What follows belongs to an exercise in optimizing a design on an open flow for small area, a short achievable clock period and few clock cycles; a production flow would make more cautious choices. The RTL was checked by simulation tests, not by an equivalence proof against the original design. Power and IR drop assume default switching activity.

`design/flow/run.sh`:
```
#!/bin/bash
# synth_recipe.tcl (not shown) runs the flow's synth.tcl, then flattens the netlist and writes it again
# the make line also repeats each setting of config.mk as NAME=value (left out here)
make -C /OpenROAD-flow-scripts/flow DESIGN_CONFIG=/design/flow/config.mk WORK_HOME=/design/flow/orfs CLKGATE_MAP_FILE= SYNTH_SCRIPT=/design/flow/synth_recipe.tcl finish
```
`design/flow/config.mk`:
```
export PLATFORM = sky130hd
export DESIGN_NAME = slot_pool_best_fit_allocator
export DESIGN_NICKNAME = slot_pool_best_fit_allocator
export VERILOG_FILES = /design/flow/design.v
export SDC_FILE = /design/flow/constraint.sdc
export NUM_CORES = 4
export LEC_CHECK = 0
export ABC_CLOCK_PERIOD_IN_PS = 4500
export CAP_MARGIN = 30
export CORE_MARGIN = 2
export CORE_UTILIZATION = 35
export SETUP_SLACK_MARGIN = 2.0
export SLEW_MARGIN = 30
```
`design/flow/constraint.sdc`:
```
create_clock -name core_clock -period 7.0 [get_ports {clock}]
set_input_delay 1.4000 -clock core_clock [delete_from_list [all_inputs] [get_ports {clock}]]
set_output_delay 1.4000 -clock core_clock [all_outputs]
set_load 0.01 [all_outputs]
```
`design/flow/design.v`:
```
package spbfa_pkg;
   localparam int MODE_W       = 2;
   localparam int AMOUNT_W     = 16;
   localparam int SLOT_INDEX_W = 6;
   localparam int COUNT_W      = 7;
   localparam int CFG_SLOTS_W  = 7;
   localparam int CFG_CAP_W    = 16;
   localparam int CSR_DATA_W   = 32;
   localparam int CSR_ADDR_W   = 3;
   typedef enum logic [MODE_W-1:0] {
      MODE_BEST_FIT  = 2'd0,
      MODE_FIRST_FIT = 2'd1,
      MODE_RELEASE   = 2'd2,
      MODE_NOP       = 2'd3
   } mode_type;
   typedef enum logic [1:0] {
      STATUS_OK          = 2'd0,
      STATUS_FULL        = 2'd1,
      STATUS_BAD_REQUEST = 2'd2,
      STATUS_NOT_FOUND   = 2'd3
   } status_type;
   localparam logic REG_INITIAL_SLOTS    = 1'b0;
   localparam logic REG_INITIAL_CAPACITY = 1'b1;
   localparam logic [CFG_SLOTS_W-1:0] CFG_SLOTS_RESET = 7'd0;
   localparam logic [CFG_CAP_W-1:0]   CFG_CAP_RESET   = 16'd1;
endpackage
import spbfa_pkg::*;
module slot_pool_best_fit_allocator #(
   parameter int MAX_SLOTS     = 64,
   parameter int CAPACITY_BITS = 16
) (
   input  logic                  clock,
   input  logic                  reset,
   input  logic                  csr_psel,
   input  logic                  csr_penable,
   input  logic                  csr_pwrite,
   input  logic [CSR_ADDR_W-1:0] csr_paddr,
   input  logic [CSR_DATA_W-1:0] csr_pwdata,
   output logic [CSR_DATA_W-1:0] csr_prdata,
   output logic                  csr_pready,
   input  logic                    req_valid,
   output logic                    req_ready,
   input  logic [MODE_W-1:0]       req_mode,
   input  logic [AMOUNT_W-1:0]     req_amount,
   input  logic [SLOT_INDEX_W-1:0] req_slot_index,
   output logic                    rsp_valid,
   input  logic                    rsp_ready,
   output logic [SLOT_INDEX_W-1:0] rsp_granted_slot,
   output logic                    rsp_created,
   output logic [1:0]              rsp_status,
   output logic [COUNT_W-1:0]      rsp_free_slots,
   output logic [COUNT_W-1:0]      rsp_total_slots
);
   localparam int N         = MAX_SLOTS;
   localparam int CW        = CAPACITY_BITS;
   localparam int SLOT_W    = $clog2(N);
   localparam int CNT_W     = $clog2(N + 1);
   localparam int DIV_STEPS = 1;                  
   localparam int DIV_CYC   = CW / DIV_STEPS;
   localparam int DCNT_W    = $clog2(DIV_CYC + 1);
   localparam logic [CNT_W-1:0] MAX_COUNT = CNT_W'(N);
   localparam logic [2:0] PH_IDLE  = 3'd0;    
   localparam logic [2:0] PH_LOAD  = 3'd1;    
   localparam logic [2:0] PH_CMP   = 3'd2;    
   localparam logic [2:0] PH_CHECK = 3'd3;    
   localparam logic [2:0] PH_DIV   = 3'd4;    
   localparam logic [2:0] PH_BOUND = 3'd5;    
   localparam logic [2:0] PH_TCMP  = 3'd6;    
   localparam logic [2:0] PH_TIE   = 3'd7;    
   logic [CFG_SLOTS_W-1:0] cfg_slots_ff;
   logic [CFG_CAP_W-1:0]   cfg_cap_ff;
   logic                   csr_write;
   logic                   csr_sel_cap;
   logic [CFG_SLOTS_W-1:0] new_slots;
   logic [CFG_CAP_W-1:0]   new_cap;
   logic [CNT_W-1:0]       new_n;
   assign csr_pready  = 1'b1;
   assign csr_write   = csr_psel & csr_penable & csr_pwrite;
   assign csr_sel_cap = (csr_paddr[CSR_ADDR_W-1] == REG_INITIAL_CAPACITY);
   always_ff @(posedge clock) begin
      if (reset) begin
         cfg_slots_ff <= CFG_SLOTS_RESET;
         cfg_cap_ff   <= CFG_CAP_RESET;
      end else if (csr_write) begin
         if (csr_sel_cap) cfg_cap_ff   <= csr_pwdata[CFG_CAP_W-1:0];
         else             cfg_slots_ff <= csr_pwdata[CFG_SLOTS_W-1:0];
      end
   end
   assign csr_prdata = csr_sel_cap ? CSR_DATA_W'(cfg_cap_ff) : CSR_DATA_W'(cfg_slots_ff);
   assign new_slots = csr_sel_cap ? cfg_slots_ff : csr_pwdata[CFG_SLOTS_W-1:0];
   assign new_cap   = csr_sel_cap ? csr_pwdata[CFG_CAP_W-1:0] : cfg_cap_ff;
   assign new_n     = (new_slots > CFG_SLOTS_W'(N)) ? MAX_COUNT : CNT_W'(new_slots);
   function automatic logic cap_ge(input logic [CW-1:0] c, input logic [CW:0] x);
      logic r;
      r = 1'b1;
      for (int b = 0; b < CW; b++) begin
         r = (c[b] & ~x[b]) | ((c[b] | ~x[b]) & r);
      end
      cap_ge = r & ~x[CW];
   endfunction
   function automatic logic [N-1:0] therm(input logic [CNT_W-1:0] n);
      logic [N-1:0] t;
      logic r;
      logic [CNT_W-1:0] k;
      for (int i = 0; i < N; i++) begin
         k = CNT_W'(i);
         r = 1'b0;
         for (int b = 0; b < CNT_W; b++) begin
            r = (n[b] & ~k[b]) | ((n[b] | ~k[b]) & r);
         end
         t[i] = r;
      end
      therm = t;
   endfunction
   logic [CW-1:0]     cap_ff [N];
   logic [N-1:0]      free_ff;
   logic [N-1:0]      ltb_ff;         
   logic [CNT_W-1:0]  total_ff;
   logic [CNT_W-1:0]  free_cnt_ff;
   logic [CNT_W-1:0]  base_n_ff;      
   logic [N-1:0]      base_vec;       
   logic              fill_ff;        
   logic                    ex_valid_ff;
   logic [MODE_W-1:0]       ex_mode_ff;
   logic [AMOUNT_W-1:0]     ex_amount_ff;
   logic [SLOT_INDEX_W-1:0] ex_idx_ff;
   logic                    ge_ok_ff;       
   logic              sl_busy_ff;
   logic [2:0]        sl_phase_ff;
   logic [AMOUNT_W-1:0] sl_amount_ff;   
   logic [N-1:0]      ge_ff;          
   logic [N-1:0]      fit_ff;         
   logic [SLOT_W-1:0] first_idx_ff;   
   logic [SLOT_W-1:0] cand_idx_ff;    
   logic [CW:0]       cand_cap_ff;    
   logic              chained_ff;     
   logic [CW-1:0]     prev_cap_ff;    
   logic              far_ff;         
   logic [CW-1:0]     rem_ff;         
   logic [DCNT_W-1:0] div_cnt_ff;
   logic                    rsp_valid_ff;
   logic [SLOT_INDEX_W-1:0] rsp_granted_ff;
   logic                    rsp_created_ff;
   logic [1:0]              rsp_status_ff;
   logic [COUNT_W-1:0]      rsp_free_ff;
   logic [COUNT_W-1:0]      rsp_total_ff;
   assign base_vec = therm(base_n_ff);
   logic          x_cand;      
   logic          x_redo;      
   logic [CW:0]   cmp_x;
   logic [N-1:0]  ge;
   assign x_cand = sl_busy_ff & ((sl_phase_ff == PH_CMP) | (sl_phase_ff == PH_TCMP));
   assign x_redo = ex_valid_ff & ~ge_ok_ff & ~x_cand;
   always_comb begin
      if (x_cand)             cmp_x = cand_cap_ff;
      else if (x_redo)        cmp_x = {1'b0, ex_amount_ff};
      else                    cmp_x = {1'b0, req_amount};
   end
   for (genvar i = 0; i < N; i++) begin : g_cmp
      assign ge[i] = cap_ge(cap_ff[i], cmp_x);
   end
   always_ff @(posedge clock) begin
      ge_ff <= ge;
   end
   logic [N-1:0]      sel_vec;
   logic [N-1:0]      sel_pre;     
   logic [N-1:0]      sel_hot;     
   logic              sel_any;
   logic              sel_fast;
   logic [SLOT_W-1:0] sel_idx;
   assign sel_vec = sl_busy_ff ? (fit_ff & ~ge_ff) : (free_ff & ge_ff);
   always_comb begin
      logic [N-1:0] p;
      p = {sel_vec[N-2:0], 1'b0};
      for (int s = 1; s < N; s = s * 2) begin
         p = p | (p << s);
      end
      sel_pre = p;
   end
   assign sel_hot = sel_vec & ~sel_pre;
   assign sel_any = |sel_vec;
   assign sel_fast = ((|(sel_vec & base_vec)) & ~(|(sel_vec & ltb_ff)))
                   | ~(|(sel_vec & sel_pre));
   always_comb begin
      sel_idx = '0;
      for (int i = 0; i < N; i++) begin
         if (sel_hot[i]) sel_idx = sel_idx | SLOT_W'(i);
      end
   end
   logic [N-1:0]  cand_hot;
   logic [N-1:0]  first_hot;
   logic [CW-1:0] cand_cap;
   always_comb begin
      cand_cap = '0;
      for (int i = 0; i < N; i++) begin
         cand_hot[i]  = (cand_idx_ff == SLOT_W'(i));
         first_hot[i] = (first_idx_ff == SLOT_W'(i));
         cand_cap     = cand_cap | (cap_ff[i] & {CW{cand_hot[i]}});
      end
   end
   logic [CW-1:0] rem_step;
   logic [CW:0]   bound;
   always_comb begin
      logic [CW:0] r;
      r = {1'b0, rem_ff};
      for (int k = 0; k < DIV_STEPS; k++) begin
         r = {r[CW-1:0], prev_cap_ff[CW-1-k]};
         if (r >= {1'b0, sl_amount_ff}) r = r - {1'b0, sl_amount_ff};
      end
      rem_step = r[CW-1:0];
   end
   assign bound = cand_cap_ff - {1'b0, rem_ff} + {1'b0, sl_amount_ff};
   logic out_free;      
   logic fire;          
   logic is_alloc;
   logic alloc_ok;      
   logic rel_ok;
   logic rel_was_used;
   logic grant;         
   logic append;
   logic go_slow;       
   logic [1:0] status;
   assign out_free     = ~rsp_valid_ff | rsp_ready;
   assign fire         = ex_valid_ff & ge_ok_ff & ~sl_busy_ff & out_free;
   assign is_alloc     = (ex_mode_ff == MODE_BEST_FIT) | (ex_mode_ff == MODE_FIRST_FIT);
   assign alloc_ok     = (ex_mode_ff == MODE_FIRST_FIT)
                       | ((ex_mode_ff == MODE_BEST_FIT) & (ex_amount_ff != '0));
   assign rel_ok       = (CNT_W'(ex_idx_ff) < total_ff);
   assign rel_was_used = ~free_ff[ex_idx_ff];
   assign grant        = alloc_ok & sel_any;
   assign append       = alloc_ok & ~sel_any & (total_ff != MAX_COUNT);
   assign go_slow      = fire & (ex_mode_ff == MODE_BEST_FIT) & grant & ~sel_fast;
   always_comb begin
      status = STATUS_OK;
      unique case (ex_mode_ff)
         MODE_BEST_FIT: begin
            if (ex_amount_ff == '0)                 status = STATUS_BAD_REQUEST;
            else if (!sel_any && !append)           status = STATUS_FULL;
         end
         MODE_FIRST_FIT: begin
            if (!sel_any && !append)                status = STATUS_FULL;
         end
         MODE_RELEASE: begin
            if (!rel_ok)                            status = STATUS_NOT_FOUND;
         end
         default: ;
      endcase
   end
   logic       sl_done;        
   logic       sl_pick_cand;   
   logic       sl_commit;
   logic [2:0] sl_phase_in;
   always_comb begin
      sl_done      = 1'b0;
      sl_pick_cand = 1'b0;
      sl_phase_in  = sl_phase_ff;
      unique case (sl_phase_ff)
         PH_LOAD:  sl_phase_in = PH_CMP;
         PH_CMP:   sl_phase_in = PH_CHECK;
         PH_CHECK: begin
            if (sel_any) begin
               sl_phase_in = PH_LOAD;
            end else if (chained_ff && !far_ff) begin
               sl_phase_in = PH_DIV;
            end else begin
               sl_done      = 1'b1;
               sl_pick_cand = 1'b1;
            end
         end
         PH_DIV: begin
            if (div_cnt_ff == DCNT_W'(DIV_CYC - 1)) sl_phase_in = PH_BOUND;
         end
         PH_BOUND: sl_phase_in = PH_TCMP;
         PH_TCMP:  sl_phase_in = PH_TIE;
         PH_TIE:   sl_done = 1'b1;
         default:  sl_phase_in = PH_IDLE;
      endcase
   end
   assign sl_commit = sl_busy_ff & sl_done & out_free;
   logic [N-1:0]      sl_pick_hot;
   logic [SLOT_W-1:0] sl_pick_idx;
   assign sl_pick_hot = sl_pick_cand ? cand_hot : sel_hot;
   assign sl_pick_idx = sl_pick_cand ? cand_idx_ff : sel_idx;
   always_ff @(posedge clock) begin
      if (reset) begin
         sl_busy_ff  <= 1'b0;
         sl_phase_ff <= PH_IDLE;
      end else if (!sl_busy_ff) begin
         sl_busy_ff  <= go_slow;
         sl_phase_ff <= go_slow ? PH_LOAD : PH_IDLE;
      end else if (sl_commit) begin
         sl_busy_ff  <= 1'b0;
         sl_phase_ff <= PH_IDLE;
      end else if (sl_done) begin
         sl_phase_ff <= (sl_phase_ff == PH_TIE) ? PH_TCMP : PH_CMP;
      end else begin
         sl_phase_ff <= sl_phase_in;
      end
   end
   always_ff @(posedge clock) begin
      if (!sl_busy_ff) begin
         fit_ff       <= sel_vec;
         first_idx_ff <= sel_idx;
         cand_idx_ff  <= sel_idx;
         sl_amount_ff <= ex_amount_ff;
         chained_ff   <= 1'b0;
      end else begin
         unique case (sl_phase_ff)
            PH_LOAD: begin
               prev_cap_ff <= cand_cap_ff[CW-1:0];
               cand_cap_ff <= {1'b0, cand_cap};
            end
            PH_CMP: begin
               far_ff <= ({1'b0, prev_cap_ff} - cand_cap_ff) >= {1'b0, sl_amount_ff};
            end
            PH_CHECK: begin
               prev_cap_ff <= cand_cap_ff[CW-1:0];    
               rem_ff      <= '0;
               div_cnt_ff  <= '0;
               if (sel_any) begin
                  chained_ff  <= 1'b1;
                  cand_idx_ff <= sel_idx;
               end
            end
            PH_DIV: begin
               rem_ff      <= rem_step;
               prev_cap_ff <= prev_cap_ff << DIV_STEPS;
               div_cnt_ff  <= div_cnt_ff + DCNT_W'(1);
            end
            PH_BOUND: begin
               cand_cap_ff <= bound;
            end
            default: ;
         endcase
      end
   end
   logic          rebuild;
   logic [CW:0]   app_wide;
   logic [CW-1:0] app_cap;
   logic          app_lt_base;
   assign rebuild     = csr_write;
   assign app_wide    = {1'b0, ex_amount_ff} + ((ex_mode_ff == MODE_FIRST_FIT) ? 17'd1 : 17'd0);
   assign app_cap     = app_wide[CW] ? {CW{1'b1}} : app_wide[CW-1:0];
   assign app_lt_base = (app_cap < cfg_cap_ff);
   for (genvar i = 0; i < N; i++) begin : g_cap
      always_ff @(posedge clock) begin
         if (rebuild) begin
            cap_ff[i] <= new_cap;
            ltb_ff[i] <= 1'b0;
         end else if (ex_valid_ff && is_alloc && (total_ff == CNT_W'(i))) begin
            cap_ff[i] <= app_cap;
            ltb_ff[i] <= app_lt_base;
         end
      end
   end
   logic [CNT_W-1:0] free_cnt_in, total_in;
   logic [N-1:0]     free_in;
   always_comb begin
      free_in     = free_ff;
      free_cnt_in = free_cnt_ff;
      total_in    = total_ff;
      if (fire) begin
         if (alloc_ok) free_in = free_ff & ~sel_hot;
         if (grant) free_cnt_in = free_cnt_ff - CNT_W'(1);
         if (append) total_in = total_ff + CNT_W'(1);
         if ((ex_mode_ff == MODE_RELEASE) && rel_ok) begin
            free_in[ex_idx_ff] = 1'b1;
            if (rel_was_used) free_cnt_in = free_cnt_ff + CNT_W'(1);
         end
      end
      if (sl_commit) begin
         free_in = (free_ff | first_hot) & ~sl_pick_hot;
      end
      if (fill_ff) free_in = base_vec;
      if (rebuild) begin
         free_cnt_in = new_n;
         total_in    = new_n;
      end
   end
   always_ff @(posedge clock) begin
      if (reset) begin
         free_ff     <= '0;
         free_cnt_ff <= '0;
         total_ff    <= '0;
         base_n_ff   <= '0;
         fill_ff     <= 1'b0;
      end else begin
         fill_ff     <= rebuild;
         if (rebuild) base_n_ff <= new_n;
         free_ff     <= free_in;
         free_cnt_ff <= free_cnt_in;
         total_ff    <= total_in;
      end
   end
   logic ex_take;     
   logic req_take;
   assign ex_take  = ~ex_valid_ff | fire;
   assign req_take = req_valid & ex_take;
   always_ff @(posedge clock) begin
      if (reset) begin
         ex_valid_ff   <= 1'b0;
         ge_ok_ff      <= 1'b0;
      end else begin
         if (ex_take) begin
            ex_valid_ff <= req_take;
            ge_ok_ff    <= ~x_cand;
         end else begin
            ge_ok_ff    <= x_redo;
         end
      end
   end
   always_ff @(posedge clock) begin
      if (ex_take) begin
         ex_mode_ff   <= req_mode;
         ex_amount_ff <= req_amount;
         ex_idx_ff    <= req_slot_index;
      end
   end
   always_ff @(posedge clock) begin
      if (reset) begin
         rsp_valid_ff <= 1'b0;
      end else begin
         rsp_valid_ff <= (fire & ~go_slow) | sl_commit | (rsp_valid_ff & ~rsp_ready);
      end
   end
   always_ff @(posedge clock) begin
      if (sl_commit) begin
         rsp_status_ff  <= STATUS_OK;
         rsp_created_ff <= 1'b0;
         rsp_free_ff    <= COUNT_W'(free_cnt_ff);
         rsp_total_ff   <= COUNT_W'(total_ff);
         rsp_granted_ff <= sl_pick_idx;
      end else if (fire) begin
         rsp_status_ff  <= status;
         rsp_created_ff <= append;
         rsp_free_ff    <= COUNT_W'(free_cnt_in);
         rsp_total_ff   <= COUNT_W'(total_in);
         if (grant)
            rsp_granted_ff <= sel_idx;
         else if (append)
            rsp_granted_ff <= total_ff[SLOT_W-1:0];
         else if ((ex_mode_ff == MODE_RELEASE) && rel_ok)
            rsp_granted_ff <= SLOT_W'(ex_idx_ff);
         else
            rsp_granted_ff <= '0;
      end
   end
   assign req_ready        = ex_take;
   assign rsp_valid        = rsp_valid_ff;
   assign rsp_granted_slot = rsp_granted_ff;
   assign rsp_created      = rsp_created_ff;
   assign rsp_status       = rsp_status_ff;
   assign rsp_free_slots   = rsp_free_ff;
   assign rsp_total_slots  = rsp_total_ff;
endmodule
```
==> impl_metrics.toml, run 1 <==
[placed_design]
numPortBuffers = 88
place_hpwl_um = 462000
dp.cells = 12400
place_area_sq_um = 95600
dp_slack_ns = 1.17
place.gp.congestion = 1.14

[power_and_ir_drop]
power_density_nw_per_um2 = 266
peakVddDrop_uv = 253
p_total_mw = 27.2
p_leak_nw = 35.6

[logic_synthesis]
yosys.area.top_type = "edfxtp_1"
async_reset_ff_frac = 0
synth.cell_area_sq_um = 87600
synth.top_cells.by_count = "edfxtp_1, nor2_1, a21oi_1"
syn-mean-instance-area_sq_um = 9.66
synth_most_common_cell = "edfxtp_1"
synth-main-ff-cell = "edfxtp_1"
netlist_top_cells_area = "edfxtp_1, dfxtp_1, nor2_1"
yosysWarningCount = 2
ys_ff_latch = 1462
synth_edf_count = 1215
synth_top_area_share = 0.416
syn_inst = 9069
synth.distinct_cells = 110
seq_area_frac_synth = 0.473

[grt]
grt_pass1_vias = 82700
grt_overflow = 0
antenna_found_initial = 94
grt.total_usage = 0.459
grt_max_degree = 124
grt_pass1_wl_um = 788000

[sta]
tightestPinTransition_ns = 1.20
max_clock_freq_ghz = 0.199
hold_violations = 0
setup_tns_ns = 0
fin_ws_ns = 1.97
slew_violations = 0
rsz0062_at_grt = "false"
min_period_ns = 5.03
hold_slack_ns = 0.457
slew_headroom = 0.194
fin_crit_sh = 0.719
setup_violations = 0
clock_skew_ns = 0.0662

[setup_path]
ff2ff_path_depth = 9
r2r_slack_ns = 1.97
critical_path_peak_fanout = 16
crit_path_start = "cand_idx_ff[4]$_DFFE_PP_"
required_ns = 7.59
critPathMaxStageDelay_ns = 0.93
crit_slowest_cell = "a221oi_1"
cp-start-kind = "flip-flop"
crit_end = "cand_cap_ff[14]$_DFFE_PP_"
critPathMostFrequentCell = "buf_4"
crit_chain = "nand2_1 -> nor2_2 -> buf_4 -> a22o_1 -> a221oi_1 -> nand4_1 -> nor4_2 -> buf_4 -> nor3_1"
rr_startpoint = "cand_idx_ff[4]$_DFFE_PP_"
endpoint_kind = "flip-flop"
regToRegEndpoint = "cand_cap_ff[14]$_DFFE_PP_"
arrival_ns = 5.63
criticalPathCategory = "reg2reg"

[die]
initial_utilization = 0.352
io_pins = 124
fp.dieArea_sq_um = 254000
die_h_um = 504
die_w_um = 504
coreArea_sq_um = 249000
placement_rows = 183

[hold_path]
hp-class = "reg2reg"
min_from = "rsp_status_ff[1]$_SDFFE_PP0P_"

[finish]
area_growth_pct = 16.8
multi_input_area_sq_um = 43200
fin_cells = 12800
regArea_sq_um = 41400
finalInstanceArea_sq_um = 102000
fin_nets = 9440
layout-drive-gt1-share = 0.134
finish.utilization = 0.411
nFillCells = 24200

[cts]
path_clk_slew_ns = 0.06
cts_root_buf = "clkbuf_16"
cts_hold_buffers = 0
clock_latency_ns = 0.91
htreeDepth = 4
cts_buffers = 181
cts_tree = "yes"
cts_num_sinks = 1462
clock_path_buffers = 3

[outcome]
status = "timing/DRC/antenna clean"

[detailed_routing]
totalWireLength_um = 609000
final_antenna_net_count = 0
first_pass_iters = 9
drtIter0Drc = 18200
wl_per_cell_um = 47.6
via_per_inst = 7.28
vias = 93100
drc = 0

[flow_run]
drv_cap = 0
==> kinds of logic after synthesis <==
group / count (synthesis) / share of synthesized area
buffers and inverters: 1056 / 0.0493
AOI/OAI and AO/OA: 3676 / 0.296
muxes: 64 / 0.00885
and+or+nand+nor: 2503 / 0.134
xor gates and xnor gates: 61 / 0.00610
DFF: 1462 / 0.473
other: 2 / 0.0000857
adders and majority gates: 245 / 0.0330
==> placed cells by master (no fill, tap or decap), types with 83 or more instances in the layout <==
master / instances
nor3_1: 149
a221oi_1: 205
edfxtp_1: 1215
o21a_1: 98
nor4_1: 98
o211ai_1: 83
nand3_1: 190
ha_1: 99
nor2_1: 870
a22oi_1: 410
a211oi_1: 281
o21ai_0: 499
clkbuf_16: 186
a2111oi_0: 89
a21oi_1: 656
dfxtp_1: 242
clkdlybuf4s50_1: 86
nand2_1: 568
a22o_1: 179
o22ai_1: 275
nand4_1: 116
maj3_1: 118
buf_4: 488
inv_1: 359
a21o_1: 151
==> area by class of cell <==
cell class              count  area share
flip-flops and latches   1462       0.405
well taps                3330      0.0407
repair buffers            658      0.0592
clock buffers             246      0.0490
diodes                     53     0.00130
clock inverters            88     0.00918
inverters                 388      0.0143
multi-input cells        6566       0.422
==> worst min-delay path by stage <==
| stage | endpoint | cells past startpoint |
|---|---|---|
| detailed placement | rsp_status_ff[1]$_SDFFE_PP0P_ | 2 |
| global route | rsp_status_ff[1]$_SDFFE_PP0P_ | 2 |
| global placement | rsp_created_ff$_SDFFE_PP0P_ | 2 |
| CTS | rsp_status_ff[1]$_SDFFE_PP0P_ | 2 |
| floorplan | sl_amount_ff[6]$_DFFE_PN_ | 0 |
| finish | rsp_status_ff[1]$_SDFFE_PP0P_ | 2 |
==> routing by layer <==
layer / track usage / part of all wire
met5: 0 / 0.00085
met1: 0.578 / 0.37
met3: 0.206 / 0.15
met2: 0.617 / 0.39
met4: 0.324 / 0.088
==> registers in the layout, indices dropped and copies added (netlist names), 7 cells and up <==
signal / cells
cap_ff: 1024
sl_amount_ff: 16
rem_ff: 16
total_ff: 7
ltb_ff: 64
cfg_slots_ff: 7
ex_amount_ff: 16
rsp_total_ff: 7
cand_cap_ff: 17
rsp_free_ff: 7
free_cnt_ff: 7
ge_ff: 64
cfg_cap_ff: 16
fit_ff: 64
prev_cap_ff: 16
free_ff: 64
==> power breakdown <==
group / total [mW] / leakage, nW / internal (mW) / switching [mW]
logic: 6.72 / 19.3 / 1.80 / 4.92
registers: 10.7 / 13.4 / 9.99 / 0.716
clock network: 9.78 / 2.90 / 5.40 / 4.38
total: 27.2 / 35.6 / 17.2 / 10.0
==> worst max-delay path, delay by kind of cell, from the launching register on <==
kind                   cells  cell delay, ns
AO/OA/AOI/OAI              2            1.31
flip-flops                 1            0.57
AND/OR/NAND/NOR            5            1.99
buffers and inverters      2            0.79
==> timing repair <==
| action | in CTS | in global routing |
|---|---|---|
| pin swaps | 2 | 4 |
| gates cloned | 0 | 0 |
| resized for setup | 22 | 24 |
| setup buffers | 13 | 10 |
| endpoints found under the setup margin | 208 | 96 |
Testbench counts, summed over its fixed seeds: cycles 10,798.
==> run 2, diff against run 1 <==
--- a/design/flow/config.mk
+++ b/design/flow/config.mk
@@ -5,9 +5,9 @@
 export SDC_FILE = /design/flow/constraint.sdc
 export NUM_CORES = 4
 export LEC_CHECK = 0
-export ABC_CLOCK_PERIOD_IN_PS = 4500
+export ABC_CLOCK_PERIOD_IN_PS = 3500
 export CAP_MARGIN = 30
 export CORE_MARGIN = 2
 export CORE_UTILIZATION = 35
-export SETUP_SLACK_MARGIN = 2.0
+export SETUP_SLACK_MARGIN = 3.0
 export SLEW_MARGIN = 30
==> run 2 against run 1 <==
Still clean. Synthesized area did not move. Via count rose by 5.1%. Sequential cell count did not move. Synthesized cell count did not move. Critical path type unchanged.
==> impl_metrics.toml, run 2 <==
[setup_path]
cp-start-kind = "flip-flop"
endpoint_kind = "flip-flop"
critPathMostFrequentCell = "buf_12"
path_delay_family = "compound AO/OA/AOI/OAI gates"
criticalPathCategory = "reg2reg"
r2r_slack_ns = 2.75
crit_chain = "buf_6 -> buf_12 -> buf_16 -> buf_12 -> buf_12 -> and4bb_4 -> buf_12 -> buf_8 -> nor2_1 -> nand2_1 -> maj3_1 -> nor2_1 -> o21a_1 -> o2111a_1 -> a211o_1 -> buf_6 -> a21oi_4 -> a221oi_2 -> o22ai_2"
critPathMaxStageDelay_ns = 0.45
critical_path_peak_fanout = 15
arrival_ns = 4.98
required_ns = 7.72
critPathBufInv = 8
crit_slowest_cell = "o21a_1"

[power_and_ir_drop]
p_leak_nw = 39.5
peakVddDrop_uv = 252
power_density_nw_per_um2 = 258

[finish]
layout-drive-gt1-share = 0.238
regMostFlops = "cap_ff"
fin_nets = 9887
layout_common_cells = "edfxtp_1, nor2_1, buf_4"
largest_reg_flops = 1024
mostFrequentLayoutCell = "edfxtp_1"
fin_cells = 13200
area_growth_pct = 28.5

[cts]
clock_path_buffers = 3
cts_root_buf = "clkbuf_16"
cts_buffers = 181
htreeDepth = 4
path_clk_slew_ns = 0.07
clock_latency_ns = 0.91
cts_tree = "yes"
cts_num_sinks = 1462

[logic_synthesis]
ys_ff_latch = 1462
yosysWarningCount = 2
syn-mean-instance-area_sq_um = 9.66
synth.cell_area_sq_um = 87600
synth_edf_count = 1215
async_reset_ff_frac = 0
synth_most_common_cell = "edfxtp_1"
synth-main-ff-cell = "edfxtp_1"
netlist_top_cells_area = "edfxtp_1, dfxtp_1, nor2_1"
synth.distinct_cells = 110
yosys.area.top_type = "edfxtp_1"
synth_top_area_share = 0.416
syn_inst = 9069
synth.top_cells.by_count = "edfxtp_1, nor2_1, a21oi_1"
seq_area_frac_synth = 0.473

[sta]
tightestPinTransition_ns = 1.16
max_clock_freq_ghz = 0.235
slew_headroom = 0.226
setup_violations = 0
setup_tns_ns = 0
min_period_ns = 4.25
hold_violations = 0
rsz0062_at_grt = "true"
fin_crit_sh = 0.608
clock_skew_ns = 0.0765
slew_violations = 0

[placed_design]
dp.cells = 12400
place_hpwl_um = 482000
numPortBuffers = 88
place.gp.congestion = 1.11

[die]
placement_rows = 183
fp.dieArea_sq_um = 254000
io_pins = 124
initial_utilization = 0.352
die_w_um = 504
die_h_um = 504
coreArea_sq_um = 249000

[detailed_routing]
drc = 0
totalWireLength_um = 666000
via_per_inst = 7.39
first_pass_iters = 11
wl_per_cell_um = 50.3
drtIter0Drc = 18600
final_antenna_net_count = 0
vias = 97900

[grt]
grt_overflow = 0
grt_max_degree = 130
grt.total_usage = 0.491
grt_pass1_vias = 84900
grt_pass1_wl_um = 838000
antenna_found_initial = 82

[outcome]
status = "timing/DRC/antenna clean"

[hold_path]
hp-class = "reg2reg"

[flow_run]
drv_cap = 0
## run 2: report_power, final
group          internal, mW  switching [mW]  total [mW]
Combinational          2.48            5.68        8.16
Sequential             9.99           0.716        10.7
Clock                  5.67            4.51        10.2
## run 2: path summary, 6_finish.rpt
check | startpoint | to | depth (start not counted)
setup / recovery | sl_busy_ff$_SDFFE_PP0P_ | ge_ff[22]$_DFF_P_ | 19
setup reg to reg | sl_busy_ff$_SDFFE_PP0P_ | ge_ff[22]$_DFF_P_ | 19
hold reg to reg | rsp_created_ff$_SDFFE_PP0P_ | rsp_created_ff$_SDFFE_PP0P_ | 2
hold / removal | rsp_created_ff$_SDFFE_PP0P_ | rsp_created_ff$_SDFFE_PP0P_ | 2
## run 2: metrics by stage
stage	hold slack (ns)	instance area [sq um]	power, mW	setup WS (ns)	util
finish	0.455	113000	29.0	2.75	0.453
global route	0.495	113000	29.2	2.66	0.452
CTS	0.455	107000	27.8	2.77	0.431
detailed placement	0.447	96000	17.2	1.24	0.386
global placement	0.447	95700	17.1	1.20	0.385
floorplan	0.424	88500	13.4	2.56	-
## run 2: routing by layer
layer	up-vias	GRT usage	wire length, um
met4	64	0.343	60400
met2	9241	0.641	248000
met3	2097	0.252	112000
met5	-	0.0253	2280
li1	37100	-	-
met1	49300	0.615	244000
## run 2: final cells by class
class	instances	area, sq um
inverter	388	1500
clock buffer	242	4950
sequential	1462	41500
fill	23500	136000
multi-input combinational	6580	47800
clock inverter	95	1240
antenna	56	140
tap	3330	4170
timing repair buffer	1091	11300
## run 2: cells by family (layout without fill, tap and decap cells)
kind of cell	Yosys count	after routing	synth area share
and+or+nand+nor	2503	2515	0.134
AOI/OAI and AO/OA	3676	3678	0.296
DFF	1462	1462	0.473
adders and majority gates	245	245	0.0330
xor gates and xnor gates	61	61	0.00610
other	2	73	0.0000857
muxes	64	64	0.00885
buffers and inverters	1056	1816	0.0493
## run 2: repair_timing
| item | CTS | global route |
|---|---|---|
| buffers inserted | 194 | 197 |
| pin swaps | 194 | 351 |
| cloned | 29 | 27 |
| gates resized for setup | 549 | 598 |
| endpoints found under the setup margin | 609 | 266 |
| hold buffers | 0 | 0 |
## run 2: worst reg2reg max path: cells and delay by family, from the launching register on
kind,cells,cell delay [ns]
fa+ha+maj,1,0.36
flops,1,0.35
simple gates,4,0.71
buf+inv,8,1.18
compound gates,6,1.52
==> run 3, diff against run 2 <==
--- a/design/flow/design.v
+++ b/design/flow/design.v
@@ -55,7 +55,7 @@
    localparam int CW        = CAPACITY_BITS;
    localparam int SLOT_W    = $clog2(N);
    localparam int CNT_W     = $clog2(N + 1);
-   localparam int DIV_STEPS = 1;                  
+   localparam int DIV_STEPS = 2;                  
    localparam int DIV_CYC   = CW / DIV_STEPS;
    localparam int DCNT_W    = $clog2(DIV_CYC + 1);
    localparam logic [CNT_W-1:0] MAX_COUNT = CNT_W'(N);
==> run 3 against run 2 <==
Clock power shrank 4%. Combinational power shrank 3.4%. Die area shrank 7.5%. Largest cell class unchanged. Critical path type unchanged. Wire length shrank 19%. Global-route usage shrank 5.1 points. Synthesized cell count shrank 13%. Clock skew shrank 0.023 ns. Register-to-register slack lost 1.4 ns. Final area shrank 2.2%. Sequential share of layout area grew 0.80 points.
==> impl_metrics.toml, run 3 <==
[sta]
slew_violations = 0
setup_tns_ns = 0
slew_headroom = 0.201
clock_skew_ns = 0.0531
setup_violations = 0
tightestPinTransition_ns = 1.20
fin_crit_sh = 0.801
hold_violations = 0
min_period_ns = 5.61
rsz0062_at_grt = "true"
max_clock_freq_ghz = 0.178

[grt]
antenna_found_initial = 57
grt.total_usage = 0.440
grt_max_degree = 168
grt_overflow = 0
grt_pass1_wl_um = 701000
grt_pass1_vias = 76200

[logic_synthesis]
synth.top_cells.by_count = "edfxtp_1, nand2_1, o21ai_0"
netlist_top_cells_area = "edfxtp_1, dfxtp_1, o21ai_0"
synth-compound-area-share = 0.265
yosys.area_share.simple = 0.122
ys_ff_latch = 1461
synth_fa_ha_area_frac = 0.0386
synth_top_family_by_area = "compound AO/OA/AOI/OAI gates"
syn-mean-instance-area_sq_um = 10.2
synth_most_common_cell = "edfxtp_1"
yosys.area.top_type = "edfxtp_1"
synth_xor_xnor_area_share = 0.00648
synth.distinct_cells = 112
seq_area_frac_synth = 0.511
synthMuxAreaShare = 0.0139
yosysWarningCount = 2
syn_inst = 7925
synth-main-ff-cell = "edfxtp_1"
synth.cell_area_sq_um = 81000
async_reset_ff_frac = 0
synth_edf_count = 1214
synth_top_area_share = 0.450

[power_and_ir_drop]
power_frac_comb = 0.280
p_seq_frac = 0.374
power_density_nw_per_um2 = 256
clockPowerShare = 0.346
internal_power_mw = 18.1
power_switching_share = 0.359
power_switching_mw = 10.1
p_leak_nw = 37.9
peakVddDrop_uv = 255

[placed_design]
place_area_sq_um = 89200
place_hpwl_um = 377000
place.gp.congestion = 1.06
numPortBuffers = 88

[cts]
clock_latency_ns = 0.90
cts_num_sinks = 1461
clock_path_buffers = 3
cts_root_buf = "clkbuf_16"
path_clk_slew_ns = 0.06
cts_tree = "yes"
cts_hold_buffers = 0
cts_buffers = 177
htreeDepth = 4

[detailed_routing]
vias = 85100
wl_per_cell_um = 45.5
first_pass_iters = 11
drtIter0Drc = 16500
via_per_inst = 7.17
final_antenna_net_count = 0
totalWireLength_um = 540000
drc = 0

[finish]
nFillCells = 20600
regMostFlops = "cap_ff"
area_growth_pct = 35.9
multi_input_area_sq_um = 45600
layout_common_cells = "edfxtp_1, nand2_1, buf_4"
layout-drive-gt1-share = 0.328
finalInstanceArea_sq_um = 110000
mostFrequentLayoutCell = "edfxtp_1"
fin_nets = 8867
regArea_sq_um = 41400
largest_reg_flops = 1024

[setup_path]
cp-start-kind = "flip-flop"
required_ns = 7.60
criticalPathCategory = "reg2reg"
critPathMostFrequentCell = "a21boi_2"
crit_end = "rem_ff[14]$_SDFFCE_PN0P_"
ff2ff_path_depth = 30
rr_startpoint = "sl_amount_ff[1]$_DFFE_PN_"
endpoint_kind = "flip-flop"
crit_path_start = "sl_amount_ff[1]$_DFFE_PN_"
regToRegEndpoint = "rem_ff[14]$_SDFFCE_PN0P_"
r2r_slack_ns = 1.39
critical_path_peak_fanout = 6
crit_slowest_cell = "edfxtp_1"
critPathMaxStageDelay_ns = 0.46
arrival_ns = 6.20

[hold_path]
hp-class = "reg2reg"
hold_depth = 2

[die]
die_h_um = 485
coreArea_sq_um = 230000
io_pins = 124
die_w_um = 485
fp.dieArea_sq_um = 235000
initial_utilization = 0.352
placement_rows = 176

[outcome]
status = "timing/DRC/antenna clean"

[flow_run]
drv_cap = 0
[run 3: cell count changes after synthesis, sizes merged, moves of 70 or more]
cell	change
a211oi	-246
a21o	-122
a21oi	-232
a221oi	+80
a22oi	-169
buf	-81
inv	-94
nand2	+172
nor2	-398
nor3	-85
nor4	-70
o21ai	+133
o22a	+70
o22ai	-77
[run 3: logic make-up after synthesis]
logic type,after synthesis
compound gates,3062
other cells,2
simple gates,2104
fa+ha+maj,265
buf+inv,874
xor+xnor,60
flops,1461
mux,97
[run 3: routing by layer]
metal	up-vias	share of wire	GRT usage
met5	-	0.00045	0
met4	34	0.067	0.220
met3	1500	0.16	0.204
met2	7529	0.39	0.593
met1	43100	0.38	0.585
li1	32900	-	-
[run 3: final cells by class]
type / count / area share
Timing Repair Buffer: 1123 / 0.110
Tap cell: 3026 / 0.0344
Antenna cell: 32 / 0.000727
Inverter: 294 / 0.0106
Clock inverter: 106 / 0.0116
Multi-Input combinational cell: 5611 / 0.414
Clock buffer: 220 / 0.0424
Sequential cell: 1461 / 0.376
[run 3: power groups by stage]
stage                     logic [mW]  registers (mW)  clock network (mW)
after floorplan                 2.78            10.4                   0
after global placement          5.69            10.7                   0
after detailed placement        5.73            10.7                   0
after CTS                       6.91            10.5                9.71
after global routing            7.90            10.5                10.0
final                           7.88            10.5                9.75
[run 3: worst min path at each step]
stage	slack, ns	start	to
2_1_floorplan	0.42	ex_amount_ff[7]$_DFFE_PN_	sl_amount_ff[7]$_DFFE_PN_
3_3_place_gp	0.44	chained_ff$_SDFFE_PN0P_	chained_ff$_SDFFE_PN0P_
3_5_place_dp	0.45	ltb_ff[21]$_SDFFE_PP0P_	ltb_ff[21]$_SDFFE_PP0P_
4_1_cts	0.46	ltb_ff[21]$_SDFFE_PP0P_	ltb_ff[21]$_SDFFE_PP0P_
5_1_grt	0.48	ltb_ff[21]$_SDFFE_PP0P_	ltb_ff[21]$_SDFFE_PP0P_
6_report	0.45	ltb_ff[21]$_SDFFE_PP0P_	ltb_ff[21]$_SDFFE_PP0P_
[run 3: metrics by stage]
step	std cells	utilization	hold slack (ns)	power, mW	setup WS [ns]
2_1_floorplan	7940	-	0.424	13.2	1.52
3_3_place_gp	11000	0.387	0.440	16.3	0.483
3_5_place_dp	11000	0.388	0.447	16.4	0.516
4_1_cts	11700	0.459	0.457	27.1	1.40
5_1_grt	11800	0.478	0.482	28.5	1.10
6_report	11900	0.479	0.455	28.2	1.39
[run 3: worst max-delay path, delay by kind of cell, from the launching register on]
family | cells | cell delay (ns)
xor gates and xnor gates | 1 | 0.09
AOI/OAI and AO/OA | 16 | 2.70
buffers and inverters | 3 | 0.43
and+or+nand+nor | 6 | 0.69
DFF | 1 | 0.46
adders and majority gates | 2 | 0.53
muxes | 2 | 0.42
[run 3: timing repair]
item	in CTS	in global routing
buffers inserted	316	128
gates resized for setup	1340	593
endpoints found under the setup margin	722	307
cloned	62	3
endpoints found under the hold margin	0	0
pin swaps	579	586
Testbench counts of run 3, summed over its fixed seeds: cycles 10,710.

separate check: timing with driven ports:
Ports are ideal in the flow. The routed layouts listed here were re-timed in OpenROAD.
Step 1: set_driving_cell puts a clkbuf_16 on clock and a buf_2 on each other input, an assumption about the parent block.
Step 2 adds t to the input delays and takes it off the output delays; t is the mean of the earliest and latest rising clock arrival at the registers after step 1. Input paths then give back, and output paths get back, about the clock's delay inside the block.
a / b / c = ideal / step 1 / step 2; a / b = the first two.
run | t, ns | setup WS [ns] | hold slack, ns
run 1 | 0.970 | 1.966 / 1.966 / 1.106 | 0.457 / 0.457 / 0.457
run 2 | 0.964 | 2.745 / 2.745 / 1.978 | 0.455 / 0.455 / 0.455
run 3 | 0.984 | 1.395 / 1.395 / 1.395 | 0.455 / 0.455 / 0.455
After both steps setup and hold are still met in every run listed. The setup slack of run 1, which loses most, moves by 0.000 ns with the drivers and by -0.860 ns with both steps.
